Background: an optimization exercise with open tools, aiming at a short achievable clock period and few clock cycles per item. Do not read the settings as production practice. In this exercise RTL edits were held to simulation tests only and were not proved equivalent to the original. Power is estimated from default activity; no workload was simulated.

// pipeline_cpu
module pipeline_cpu #(
    parameter bit USE_BTB  = 1'b0,
    parameter int BTB_BITS = 4,
    parameter int BHT_BITS = 6,
    parameter bit F_JUMP   = 1'b1,
    parameter bit F_BR     = 1'b1,
    parameter int F_BR_BITS = 8
) (
    input  wire                 clock,
    input  wire                 arst_n,
    output cpu_pkg::word_t      address_imem,
    input  cpu_pkg::word_t      q_imem,
    output cpu_pkg::word_t      address_dmem,
    output cpu_pkg::word_t      data,
    output logic                wren,
    input  cpu_pkg::word_t      q_dmem,
    output logic                ctrl_write_enable,
    output cpu_pkg::reg_addr_t  ctrl_write_reg,
    output cpu_pkg::reg_addr_t  ctrl_read_reg_a,
    output cpu_pkg::reg_addr_t  ctrl_read_reg_b,
    output cpu_pkg::word_t      data_write_reg,
    input  cpu_pkg::word_t      data_read_reg_a,
    input  cpu_pkg::word_t      data_read_reg_b
);
export LEC_CHECK = 0
export CAP_MARGIN = 20
export CORE_MARGIN = 2
export CORE_UTILIZATION = 40
export PLACE_DENSITY = 0.6
export SLEW_MARGIN = 20
export SYNTH_HIERARCHICAL = 1
export SYNTH_MINIMUM_KEEP_SIZE = 0
create_clock -name core_clock -period 8.5 [get_ports {clock}]
standard.sh (not shown) runs the stock make flow with config.mk's settings and CLKGATE_MAP_FILE= SYNTH_SCRIPT=/design/flow/synth_recipe.tcl, a recipe that flattens the netlist after the stock synthesis.
==> flow/flow/run.sh <==
#!/bin/bash
# The standard layout (standard.sh, unchanged synthesis and steps),
# with plain buffers on the ports instead of the delay cells buffer_ports
# picks by default, and the setup repair aimed a little further.
# Each tool's full output stays in orfs/logs; make's own output goes to
# standard.log here.
set -euo pipefail
bash standard.sh \
    'BUFFER_PORTS_ARGS=-buffer_cell sky130_fd_sc_hd__buf_4' \
    SETUP_SLACK_MARGIN=5.5 \
    finish > standard.log 2>&1
Testbench counts at the start, summed over its fixed seeds: cycles 10,423, instrs 9,364.
Change:
--- a/flow/design.v
+++ b/flow/design.v
@@ -108,22 +108,23 @@
     output cpu_pkg::word_t      data_write_reg,
     input  cpu_pkg::word_t      data_read_reg_a,
     input  cpu_pkg::word_t      data_read_reg_b
 );
     localparam logic [4:0] OP_ALU = 5'd0, OP_J = 5'd1, OP_BNE = 5'd2, OP_JAL = 5'd3,
                            OP_JR = 5'd4, OP_ADDI = 5'd5, OP_BLT = 5'd6, OP_SW = 5'd7,
                            OP_LW = 5'd8;
     localparam int NBTB = 1 << BTB_BITS;
     localparam int NBHT = 1 << BHT_BITS;
     localparam logic [1:0] K_JUMP = 2'd0, K_BR = 2'd1, K_RET = 2'd2;
     logic [31:0] pc;
+    logic [31:0] pc_d;          
     logic [31:0] ras;           
     logic [NBTB-1:0]                      btb_v;
     logic [NBTB-1:0][31-BTB_BITS:0]       btb_tag;
     logic [NBTB-1:0][1:0]                 btb_kind;
     logic [NBTB-1:0][31:0]                btb_tgt;
     logic [NBHT-1:0][1:0]                 bht;
     logic        fd_valid;
     logic [31:0] fd_ir;
     logic [31:0] fd_pc;
     logic [31:0] fd_pc1;
     logic        fd_fpred;      
@@ -156,28 +157,34 @@
     logic        mw_wr;
     logic [4:0]  mw_rd;
     logic [31:0]          pc_plus1;
     logic [BTB_BITS-1:0]  f_idx;
     logic                 f_hit, f_bht, f_pred;
     logic [1:0]           f_kind;
     logic [31:0]          f_target, f_seq, f_next;
     logic [4:0]           f_opc, f_rb;
     logic                 f_dec_jump, f_dec_jr, f_dec_br, f_dec, f_sel_br;
     logic [31:0]          f_btarget;
     logic                 f_near;
-    assign address_imem = pc;
+    logic [BHT_BITS-1:0] pc_bidx;
+    pc_copy #(.W(32)) u_pc_port (
+        .clock (clock), .arst_n (arst_n), .d (pc_d), .q (address_imem)
+    );
+    pc_copy #(.W(BHT_BITS)) u_pc_bidx (
+        .clock (clock), .arst_n (arst_n), .d (pc_d[BHT_BITS-1:0]), .q (pc_bidx)
+    );
     assign pc_plus1     = pc + 32'd1;
     assign f_idx    = pc[BTB_BITS-1:0];
     assign f_hit    = USE_BTB && btb_v[f_idx] && (btb_tag[f_idx] == pc[31:BTB_BITS]);
     assign f_kind   = btb_kind[f_idx];
-    assign f_bht    = bht[pc[BHT_BITS-1:0]][1];
+    assign f_bht    = bht[pc_bidx][1];
     assign f_pred   = f_hit && ((f_kind != K_BR) || f_bht);
     assign f_target = (f_kind == K_RET) ? ras : btb_tgt[f_idx];
     assign f_seq    = f_pred ? f_target : pc_plus1;
     assign f_opc      = q_imem[31:27];
     assign f_dec_jump = F_JUMP && ((f_opc == OP_J) || (f_opc == OP_JAL));
     assign f_dec_jr   = F_JUMP && (f_opc == OP_JR);
     assign f_sel_br   = F_BR && ((f_opc == OP_BNE) || (f_opc == OP_BLT)) && f_bht;
     assign f_dec_br   = f_sel_br && f_near;
     assign f_dec      = f_dec_jump || f_dec_jr || f_dec_br;
     br_next #(.NB(F_BR_BITS)) u_br_next (
         .pc       (pc),
@@ -285,23 +292,23 @@
                      (xm_eq[3] && xm_eq[2] && xm_eq[1] && xm_lt[0]);
     assign m_taken = xm_bne ? m_ne : m_lt;
     assign kill    = (xm_bne && (m_ne != xm_pred)) ||
                      (xm_blt && (m_lt != xm_pred)) ||
                      (xm_jr && !(&xm_jreq));
     assign address_dmem = xm_o;
     assign wren         = xm_sw;
     assign data         = xm_sd;
     assign ctrl_write_enable = mw_wr;
     assign ctrl_write_reg    = mw_rd;
     assign data_write_reg    = mw_data;
-    logic [31:0] pc_other, pc_d;
+    logic [31:0] pc_other;
     logic        pc_sel_br;
     assign pc_other  = kill       ? xm_target :
                        d_redirect ? (d_pred ? d_target : fd_pc1) :
                        stall      ? pc : f_next;
     assign pc_sel_br = f_sel_br && !kill && !d_redirect && !stall;
     pc_final u_pc_final (
         .other  (pc_other),
         .br     (f_btarget),
         .sel_br (pc_sel_br),
         .pc_d   (pc_d)
     );
@@ -563,12 +570,27 @@
 );
     wire [31:0] a, b, shl, shr;
     assign a   = ({32{a_m}} & xm_o) | ({32{a_r}} & dx_a);
     assign b   = ({32{b_m}} & xm_o) | ({32{b_r}} & dx_b);
     assign shl = a << sh;
     assign shr = $signed(a) >>> sh;
     assign o   = ({32{op_and}} & (a & b)) |
                  ({32{op_or}}  & (a | b)) |
                  ({32{op_sll}} & shl) |
                  ({32{op_sra}} & shr);
 endmodule
+module pc_copy #(
+    parameter int W = 32
+) (
+    input  wire         clock,
+    input  wire         arst_n,
+    input  wire [W-1:0] d,
+    output reg  [W-1:0] q
+);
+    always_ff @(posedge clock or negedge arst_n) begin
+        if (!arst_n)
+            q <= '0;
+        else
+            q <= d;
+    end
+endmodule
 `default_nettype wire
=> Via count fell by 1.2%. Clock-buffer cell count fell by 3. Worst hold slack degrades by 3.3 ps. Total power rose by 3.5%. Non-clock buffer count fell by 94. Register-to-register slack improves by 50 ps. Setup slack hardly moves. Wire length fell by 0.48%. Sequential share of layout area rose by 1.2 points.
Testbench counts after the change, summed over its fixed seeds: cycles 10,423, instrs 9,364.

==> port drivers added, routing unchanged <==
The results above use ideal ports. As a check the final layouts listed here were re-extracted and re-timed, cells and wires unchanged. Step 1 (the two cells are an assumption about what drives the block):
set clk [get_ports {clock}]
set_driving_cell -lib_cell sky130_fd_sc_hd__clkbuf_16 $clk
set_driving_cell -lib_cell sky130_fd_sc_hd__buf_2 [delete_from_list [all_inputs] $clk]
Step 2 adds t to the input delays and takes it off the output delays; t is the mean of the earliest and latest rising clock arrival at the registers after step 1. Input paths then give back, and output paths get back, about the clock's delay inside the block. Slacks: no drivers / after step 1 / after step 2; pairs: no drivers / after step 1.
run | t (ns) | setup slack, ns | pins driven straight from the clock port
the first run | 0.740 | 5.126 / 5.126 / 4.446 | 1
the second run | 0.744 | 5.126 / 5.157 / 4.413 | 1
After both steps every run listed still meets setup and hold. The setup slack of the second run, which loses most, moves by +0.031 ns with the drivers and by -0.713 ns with both steps.
